Source: an optimization exercise on an open RTL-to-GDS flow (aim: small area, a short achievable clock period and few clock cycles). Production flows keep margins and buffers that such runs may drop. The RTL of this run was laid out without a check of its function. Power is estimated from default activity; no workload was simulated.

==> flow/design.v <==
package riscv_pkg;
    localparam int xlen = 32;
    localparam int reg_addr_w = 5;
    typedef logic [xlen-1:0] word_t;
    typedef logic [reg_addr_w-1:0] reg_addr_t;
    localparam logic [6:0] op_alu_r = 7'b0110011;
    localparam logic [6:0] op_alu_i = 7'b0010011;
    localparam logic [6:0] op_lui = 7'b0110111;
    localparam logic [6:0] op_load = 7'b0000011;
    localparam logic [6:0] op_store = 7'b0100011;
    localparam logic [6:0] op_branch = 7'b1100011;
    localparam logic [6:0] op_jal = 7'b1101111;
    localparam logic [1:0] br_eq = 2'd0;
    localparam logic [1:0] br_ne = 2'd1;
    localparam logic [1:0] br_lt = 2'd2;
    localparam word_t reset_pc = 32'h0000_0000;
    typedef enum logic [3:0] {
        alu_add,
        alu_sub,
        alu_and,
        alu_or,
        alu_xor,
        alu_slt,
        alu_sll,
        alu_srl,
        alu_pass_b
    } alu_op_t;
    typedef struct packed {
        logic valid;
        word_t pc;
        word_t inst;
    } if_id_t;
    typedef struct packed {
        logic valid;
        word_t pc;
        word_t rs1_val;
        word_t rs2_val;
        word_t imm;
        reg_addr_t rd;
        alu_op_t alu_op;
        logic use_imm;
        logic is_load;
        logic is_store;
        logic is_branch;
        logic is_jal;
        logic writes_rd;
        logic [1:0] branch_cond;
    } id_ex_t;
    typedef enum logic {
        mem_idle,
        mem_wait
    } mem_state_t;
endpackage
`timescale 1ns/1ps
module riscv_core (
    input logic clk,
    input logic rst,
    output logic [31:0] inst_addr,
    input logic [31:0] inst_data,
    output logic [31:0] mem_addr,
    output logic [31:0] wdata,
    output logic read_en,
    output logic write_en,
    input logic [31:0] rdata,
    input logic mem_ready
);
    logic [9:0] pc_q;
    assign inst_addr = {20'd0, pc_q, 2'b00};
    logic d_valid;
    logic [31:0] d_inst;
    logic [9:0] d_pc;
    logic e_valid;
    logic [31:0] e_a;
    logic [31:0] e_b;
    logic [31:0] e_imm;
    logic e_useimm;
    logic [2:0] e_fn;
    logic e_sub;
    logic e_br;
    logic [1:0] e_bt;
    logic e_pred;
    logic [9:0] e_alt;
    logic e_ld;
    logic e_st;
    logic e_wr;
    logic [4:0] e_rd;
    logic e_fa_m, e_fa_w, e_fb_m, e_fb_w;
    logic m_wr;
    logic [4:0] m_rd;
    logic [31:0] m_res;
    logic w_we;
    logic [4:0] w_rd;
    logic [31:0] w_data;
    logic [31:0] rf [1:31];
    logic [31:1] rf_v;
    logic [6:0] op;
    logic [2:0] f3;
    logic [4:0] rs1, rs2, rd;
    assign op = d_inst[6:0];
    assign f3 = d_inst[14:12];
    assign rs1 = d_inst[19:15];
    assign rs2 = d_inst[24:20];
    assign rd = d_inst[11:7];
    logic is_r, is_i, is_lui, is_ld, is_st, is_bop, is_jal, is_br;
    assign is_r = (op == 7'b0110011);
    assign is_i = (op == 7'b0010011);
    assign is_lui = (op == 7'b0110111);
    assign is_ld = (op == 7'b0000011);
    assign is_st = (op == 7'b0100011);
    assign is_bop = (op == 7'b1100011);
    assign is_jal = (op == 7'b1101111);
    assign is_br = is_bop && (f3 == 3'b000 || f3 == 3'b001 || f3 == 3'b100);
    logic use1, use2b, use2;
    assign use1 = is_r || is_i || is_ld || is_st || is_br;
    assign use2b = is_r || is_br;            
    assign use2 = use2b || is_st;            
    logic d_wr;
    assign d_wr = (is_r || is_i || is_lui || is_ld || is_jal) && (rd != 5'd0);
    logic pred;
    assign pred = d_valid && (is_jal || (is_br && d_inst[31]));
    logic [9:0] pc1;
    logic [10:0] pc1w;
    assign pc1w = {1'b0, d_pc} + 11'd1;
    assign pc1 = pc1w[9:0];
    logic [9:0] offs;
    assign offs = is_jal ? {d_inst[20], d_inst[30:22]} : {d_inst[7], d_inst[30:25], d_inst[11:9]};
    logic [9:0] tgt;
    assign tgt = d_pc + offs;
    logic [31:0] d_imm;
    always_comb begin
        if (is_st) d_imm = {{20{d_inst[31]}}, d_inst[31:25], d_inst[11:7]};
        else if (is_lui) d_imm = {d_inst[31:12], 12'd0};
        else if (is_jal) d_imm = {19'd0, pc1w, 2'b00};
        else d_imm = {{20{d_inst[31]}}, d_inst[31:20]};
    end
    logic [2:0] d_fn;
    logic d_sub;
    assign d_fn = (is_r || is_i) ? f3 : 3'b000;
    assign d_sub = is_br || ((is_r || is_i) && f3 == 3'b010) || (is_r && f3 == 3'b000 && d_inst[30]);
    logic [31:0] rv1, rv2;
    always_comb begin
        rv1 = '0;
        rv2 = '0;
        for (int r = 1; r < 32; r++) begin
            if (rs1 == r[4:0] && rf_v[r]) rv1 = rv1 | rf[r];
            if (rs2 == r[4:0] && rf_v[r]) rv2 = rv2 | rf[r];
        end
        if (w_we && w_rd == rs1) rv1 = w_data;
        if (w_we && w_rd == rs2) rv2 = w_data;
    end
    logic h1e, h1m, h2e, h2m;
    assign h1e = e_valid && e_wr && (e_rd == rs1);
    assign h2e = e_valid && e_wr && (e_rd == rs2);
    assign h1m = m_wr && (m_rd == rs1);
    assign h2m = m_wr && (m_rd == rs2);
    logic lu_stall;
    assign lu_stall = d_valid && e_ld && ((use1 && h1e) || (use2 && h2e));
    logic [31:0] fa, fb, ob;
    assign fa = e_fa_m ? m_res : (e_fa_w ? w_data : e_a);
    assign fb = e_fb_m ? m_res : (e_fb_w ? w_data : e_b);
    assign ob = e_useimm ? e_imm : fb;
    logic [32:0] sum;
    assign sum = {1'b0, fa} + {1'b0, e_sub ? ~ob : ob} + {32'd0, e_sub};
    logic lt, eq;
    assign lt = (fa[31] ^ ob[31]) ? fa[31] : sum[31];
    assign eq = (fa == fb);
    logic [31:0] e_res;
    always_comb begin
        case (e_fn)
            3'b001: e_res = fa << ob[4:0];
            3'b010: e_res = {31'd0, lt};
            3'b100: e_res = fa ^ ob;
            3'b101: e_res = fa >> ob[4:0];
            3'b110: e_res = fa | ob;
            3'b111: e_res = fa & ob;
            default: e_res = sum[31:0];
        endcase
    end
    logic taken;
    always_comb begin
        case (e_bt)
            2'd0: taken = eq;
            2'd1: taken = !eq;
            default: taken = lt;
        endcase
    end
    logic mispredict;
    assign mispredict = e_valid && e_br && (taken != e_pred);
    logic busy, hold, m_stall, e_adv, d_adv;
    assign busy = read_en || write_en;
    assign hold = busy && !mem_ready;
    assign m_stall = read_en && !mem_ready;
    assign e_adv = !(hold && (read_en || (e_valid && (e_ld || e_st))));
    assign d_adv = e_adv && !lu_stall;
    always_ff @(posedge clk or negedge rst) begin
        if (!rst) begin
            pc_q <= '0;
            d_valid <= 1'b0;
        end else if (mispredict) begin
            pc_q <= e_alt;
            d_valid <= 1'b0;
        end else if (d_adv || !d_valid) begin
            if (pred) begin
                pc_q <= tgt;
                d_valid <= 1'b0;
            end else begin
                pc_q <= pc_q + 10'd1;
                d_valid <= 1'b1;
            end
        end
    end
    always_ff @(posedge clk) begin
        if (d_adv || !d_valid) begin
            d_inst <= inst_data;
            d_pc <= pc_q;
        end
    end
    always_ff @(posedge clk or negedge rst) begin
        if (!rst) begin
            e_valid <= 1'b0;
        end else if (e_adv) begin
            e_valid <= d_valid && !lu_stall && !mispredict;
        end
    end
    always_ff @(posedge clk) begin
        if (e_adv) begin
            e_a <= use1 ? rv1 : 32'd0;
            e_b <= rv2;
            e_imm <= d_imm;
            e_useimm <= !use2b;
            e_fn <= d_fn;
            e_sub <= d_sub;
            e_br <= is_br;
            e_bt <= (f3 == 3'b100) ? 2'd2 : (f3 == 3'b001) ? 2'd1 : 2'd0;
            e_pred <= pred;
            e_alt <= pred ? pc1 : tgt;
            e_ld <= is_ld;
            e_st <= is_st;
            e_wr <= d_wr;
            e_rd <= rd;
            e_fa_m <= use1 && h1e;
            e_fa_w <= use1 && !h1e && h1m;
            e_fb_m <= use2 && h2e;
            e_fb_w <= use2 && !h2e && h2m;
        end else begin
            e_a <= fa;
            e_b <= fb;
            e_fa_m <= 1'b0;
            e_fa_w <= 1'b0;
            e_fb_m <= 1'b0;
            e_fb_w <= 1'b0;
            if (mispredict) e_pred <= taken;
        end
    end
    always_ff @(posedge clk or negedge rst) begin
        if (!rst) begin
            m_wr <= 1'b0;
        end else if (!m_stall) begin
            m_wr <= e_valid && e_wr && e_adv;
        end
    end
    always_ff @(posedge clk) begin
        if (!m_stall) m_rd <= e_rd;
        m_res <= e_res;
    end
    always_ff @(posedge clk or negedge rst) begin
        if (!rst) begin
            w_we <= 1'b0;
        end else begin
            w_we <= m_wr && !m_stall;
        end
    end
    always_ff @(posedge clk) begin
        w_rd <= m_rd;
        w_data <= read_en ? rdata : m_res;
    end
    always_ff @(posedge clk or negedge rst) begin
        if (!rst) begin
            read_en <= 1'b0;
            write_en <= 1'b0;
        end else if (!hold) begin
            read_en <= e_valid && e_ld;
            write_en <= e_valid && e_st;
        end
    end
    always_ff @(posedge clk) begin
        if (!hold) begin
            mem_addr <= sum[31:0];
            wdata <= fb;
        end
    end
    always_ff @(posedge clk or negedge rst) begin
        if (!rst) begin
            rf_v <= '0;
        end else if (w_we) begin
            rf_v[w_rd] <= 1'b1;
        end
    end
    for (genvar r = 1; r < 32; r++) begin : g_rf
        always_ff @(posedge clk) begin
            if (w_we && w_rd == r) rf[r] <= w_data;
        end
    end
endmodule
==> flow/run.sh <==
#!/bin/bash
# synth_recipe.tcl (not shown) runs the flow's synth.tcl, then flattens the netlist and writes it again
# the make line also repeats each setting of config.mk as NAME=value (left out here)
make -C /OpenROAD-flow-scripts/flow DESIGN_CONFIG=/design/flow/config.mk WORK_HOME=/design/flow/orfs CLKGATE_MAP_FILE= SYNTH_SCRIPT=/design/flow/synth_recipe.tcl finish
==> flow/config.mk <==
export PLATFORM = sky130hd
export DESIGN_NAME = riscv_core
export DESIGN_NICKNAME = riscv_core
export VERILOG_FILES = /design/flow/design.v
export SDC_FILE = /design/flow/constraint.sdc
export NUM_CORES = 4
export LEC_CHECK = 0
export CAP_MARGIN = 20
export CORE_MARGIN = 2
export CORE_UTILIZATION = 40
export SLEW_MARGIN = 20
==> flow/constraint.sdc <==
create_clock -name core_clock -period 10.0 [get_ports {clk}]
set_input_delay 2.0000 -clock core_clock [delete_from_list [all_inputs] [get_ports {clk}]]
set_output_delay 2.0000 -clock core_clock [all_outputs]
set_load 0.01 [all_outputs]
==> impl_metrics.py <==
metrics = {
    "status": {
        "status": "finished clean",
    },
    "layout": {
        "fillers": 14400,
        "area_delta_synth_final_pct": 13.2,
        "drive_gt1_frac": 0.117,
        "nNetsFinal": 5270,
    },
    "global_routing": {
        "grt_overflow": 0,
        "grt_max_degree": 80,
        "antenna_found_initial": 16,
        "grt_pass1_vias": 50200,
        "grt_pass1_wl_um": 413000,
        "track_usage": 0.365,
    },
    "die": {
        "start_util": 0.402,
        "die_x_um": 405,
        "rows": 147,
        "io-pin-count": 165,
        "die-area_um2": 164000,
        "die_y_um": 405,
        "core_um2": 160000,
    },
    "critical_path": {
        "r2r_end": "pc_q[1]",
        "crit_arrival_ns": 6.60,
        "cp-end-kind": "flip-flop",
        "worstReg2RegStart": "e_fb_w",
        "reg2reg_slack_ns": 4.08,
        "crit_fanout": 32,
        "rr_worst_depth": 17,
        "worst_setup_path_start_kind": "flip-flop",
        "cp.required_ns": 10.67,
        "crit_type": "flip-flop to flip-flop",
    },
    "synthesis": {
        "async_flop_share": 0.0349,
        "synth_seq_cells": 1346,
        "syn_inst": 5052,
        "synth_area_um2": 64300,
        "ys_seq_area_frac": 0.604,
        "syn_avg_cell_area_um2": 12.7,
        "synth_cell_types": 89,
        "yosysWarnings": 2,
        "synth_edf_count": 1162,
        "synth_ff_type": "edfxtp_1",
    },
    "timing": {
        "worst_pin_slew_ns": 1.34,
        "clock.fmax_ghz": 0.169,
        "final.period_utilization": 0.592,
        "finalClockSkew_ns": 0.0385,
        "min_period_ns": 5.92,
        "setup_viol": 0,
        "fin_hold_ws_ns": 0.442,
        "slew_viol_final": 0,
        "rsz0062_at_grt": "no",
        "hold_viol_final": 0,
        "slew_headroom": 0.108,
        "fin_tns_setup_ns": 0,
    },
    "clocking": {
        "cts_num_sinks": 1346,
        "postCtsSetupBuffers": 0,
        "clockRootBuffer": "clkbuf_16",
        "cts_made_buffers": 142,
        "path_clk_slew_ns": 0.06,
        "cts_hold_buf": 0,
        "clk_path_buf_depth": 3,
        "htree_num_levels": 4,
        "cts_resized": 0,
        "cts_tree": "done",
        "clkLatencyLatePin_ns": 0.81,
    },
    "routing": {
        "wl_um": 309000,
        "firstDrtPassIters": 10,
        "vias": 54200,
        "drt_iter0_markers": 12700,
        "vias_per_cell": 7.44,
        "antenna_left": 0,
        "drcViolationCount": 0,
        "wl_per_cell_um": 42.3,
    },
    "worst_hold_path": {
        "min_path_type": "flip-flop to flip-flop",
        "hold_path_end": "w_rd[2]",
        "hp-start": "m_rd[2]",
        "hold_depth": 0,
    },
    "run": {
        "drv_cap": 0,
    },
    "pwr": {
        "powerDensity_nw_per_um2": 174,
        "power.leakage_nw": 25.4,
        "irDropWorstVdd_mv": 0.197,
    },
    "placement": {
        "routabilityCongestion": 1.02,
        "portBuffers": 142,
        "dp_hpwl_um": 174000,
    },
}
-- cells by family (layout without fill, tap and decap cells) --
logic type | Yosys count | in the layout | synth area share
AO/OA/AOI/OAI | 1628 | 1628 | 0.192
adder cells (fa/ha/maj) | 120 | 120 | 0.0236
AND/OR/NAND/NOR | 964 | 964 | 0.0769
buffers and inverters | 559 | 683 | 0.0360
other | 1 | 30 | 0.0000584
multiplexers | 289 | 289 | 0.0476
XOR/XNOR | 145 | 145 | 0.0198
flip-flops | 1346 | 1346 | 0.604
-- worst max-delay path: stages (launching register included) --
cell,delay (ns)
dfxtp_2,0.31
buf_4,0.47
mux2_1,0.38
mux2i_1,0.13
buf_4,0.18
nor2_1,0.04
a21oi_1,0.55
xnor2_1,0.20
ha_1,0.46
nand4_1,0.18
or3_1,0.41
a211oi_2,0.53
nor3_1,0.25
a211o_1,0.35
o21ai_0,0.17
nor4b_4,0.51
buf_4,0.31
mux2_1,0.34
-- area by class of cell --
class                           count  area (um^2)  area share
Tap cell                         2086         2610      0.0359
Inverter                          116          442     0.00607
Multi-Input combinational cell   3168        23700       0.325
Clock inverter                     66          567     0.00779
Antenna cell                        8         20.0    0.000275
Clock buffer                      192         3950      0.0542
Sequential cell                  1346        38800       0.534
Timing Repair Buffer              309         2670      0.0367
-- stage by stage --
step / instance area, um^2 / power, mW / worst slack [ns] / cells / util
after floorplan: 64300 / 7.06 / 3.21 / 5073 / -
after global placement: 68200 / 7.48 / 4.03 / 7022 / 0.426
after detailed placement: 68200 / 7.48 / 4.03 / 7022 / 0.426
after CTS: 72700 / 12.6 / 4.01 / 7280 / 0.454
after global routing: 72800 / 12.9 / 3.97 / 7283 / 0.455
final: 72800 / 12.7 / 4.08 / 7291 / 0.455
-- power breakdown --
group | switching, mW | internal [mW] | leakage (nW) | total, mW
clock network | 2.32 | 2.94 | 2.21 | 5.26
logic | 0.532 | 0.358 | 10.7 | 0.889
registers | 0.209 | 6.30 | 12.5 | 6.51
total | 3.06 | 9.59 | 25.4 | 12.7
-- how the worst max path moves through the flow --
stage | startpoint | end | slack, ns | cells past startpoint
5_1_grt | e_fb_w | pc_q[1] | 3.97 | 17
4_1_cts | e_fb_w | pc_q[2] | 4.01 | 16
2_1_floorplan | read_en | pc_q[1] | 3.21 | 9
3_3_place_gp | e_fb_w | pc_q[2] | 4.03 | 16
6_report | e_fb_w | pc_q[1] | 4.08 | 17
3_5_place_dp | e_fb_w | pc_q[2] | 4.03 | 16
-- cell usage after synthesis (31+ instances only) --
master	number	area (um^2)
a222oi_1	64	641
a21o_1	55	413
mux2_2	62	698
dfxtp_1	137	2740
o22ai_1	83	519
a21oi_1	143	716
clkbuf_1	342	1280
buf_1	43	161
o21ai_0	133	666
a221oi_1	270	2360
dfrtp_1	47	1180
a22oi_1	415	3120
nor2_1	202	758
nand3_1	130	651
ha_1	118	1480
xnor2_1	105	920
nand2_1	184	691
and3_1	89	557
nor3_1	64	320
nand4_1	151	945
nand2b_1	37	231
a22o_1	242	2120
edfxtp_1	1162	34900
a211oi_1	38	285
xor2_1	40	350
mux2i_1	198	1980
o21a_1	31	233
inv_1	105	394
-- state kept, by name, indices dropped and copies added (netlist names), 2 cells and up --
| name | cells |
|---|---|
| d_inst | 32 |
| d_pc | 10 |
| e_a | 32 |
| e_alt | 10 |
| e_b | 32 |
| e_bt | 2 |
| e_fn | 3 |
| e_imm | 32 |
| e_rd | 5 |
| m_rd | 5 |
| m_res | 32 |
| mem_addr | 32 |
| pc_q | 10 |
| rf | 992 |
| rf_v | 31 |
| w_data | 32 |
| w_rd | 5 |
| wdata | 32 |
-- per-layer routing --
layer  wire, um  part of all wire  track usage  vias up
met5        185           0.00060            0        -
met3      55100              0.18        0.175     1494
met2     119000              0.39        0.486     5804
met4      24100             0.078        0.216       24
met1     110000              0.36        0.475    26500
li1           -                 -            -    20400
-- placed cells by master (no fill, tap or decap), types with 22 or more instances in the layout --
master and count:
buf_4 165, o21ai_0 132, mux2_2 62, nor2_1 167, ha_1 118, mux2i_1 197, nor2_4 31, xnor2_1 105
nand4_1 151, o21bai_1 25, a21o_1 55, a221oi_1 270, clkinv_1 28, conb_1 22, clkdlybuf4s50_1 141, and3_2 47
dfxtp_1 122, o21a_1 30, o22ai_1 83, o221ai_1 22, a211oi_1 38, inv_1 103, a22oi_1 415, xor2_1 40
clkbuf_1 35, edfxtp_1 1162, nand2b_1 37, a22o_1 242, dfrtp_1 46, nand3_1 128, clkbuf_16 147, a21oi_1 143
a222oi_1 64, and3_1 27, nor3_1 59, nand2_1 184

-- re-timing with driven ports --
The flow's constraints put no driver on any port. The routed layout listed below was extracted and timed again, unchanged, in two steps.
Step 1 (the two cells are an assumption about what drives the block):
set clk [get_ports {clk}]
set_driving_cell -lib_cell sky130_fd_sc_hd__clkbuf_16 $clk
set_driving_cell -lib_cell sky130_fd_sc_hd__buf_2 [delete_from_list [all_inputs] $clk]
Step 2 adds t to the input delays and takes it off the output delays; t is the mean of the earliest and latest rising clock arrival at the registers after step 1. Input paths then give back, and output paths get back, about the clock's delay inside the block.
Three values: ideal, step 1, step 2; two values: the first two.
t (ns): 0.878
slack for setup (ns): 4.077 / 4.077 / 4.077
slew at the worst register clock pin (ns): 0.07 / 0.07
After both steps this run still meets setup and hold. The setup slack of this run moves by 0.000 ns with the drivers and by 0.000 ns with both steps.
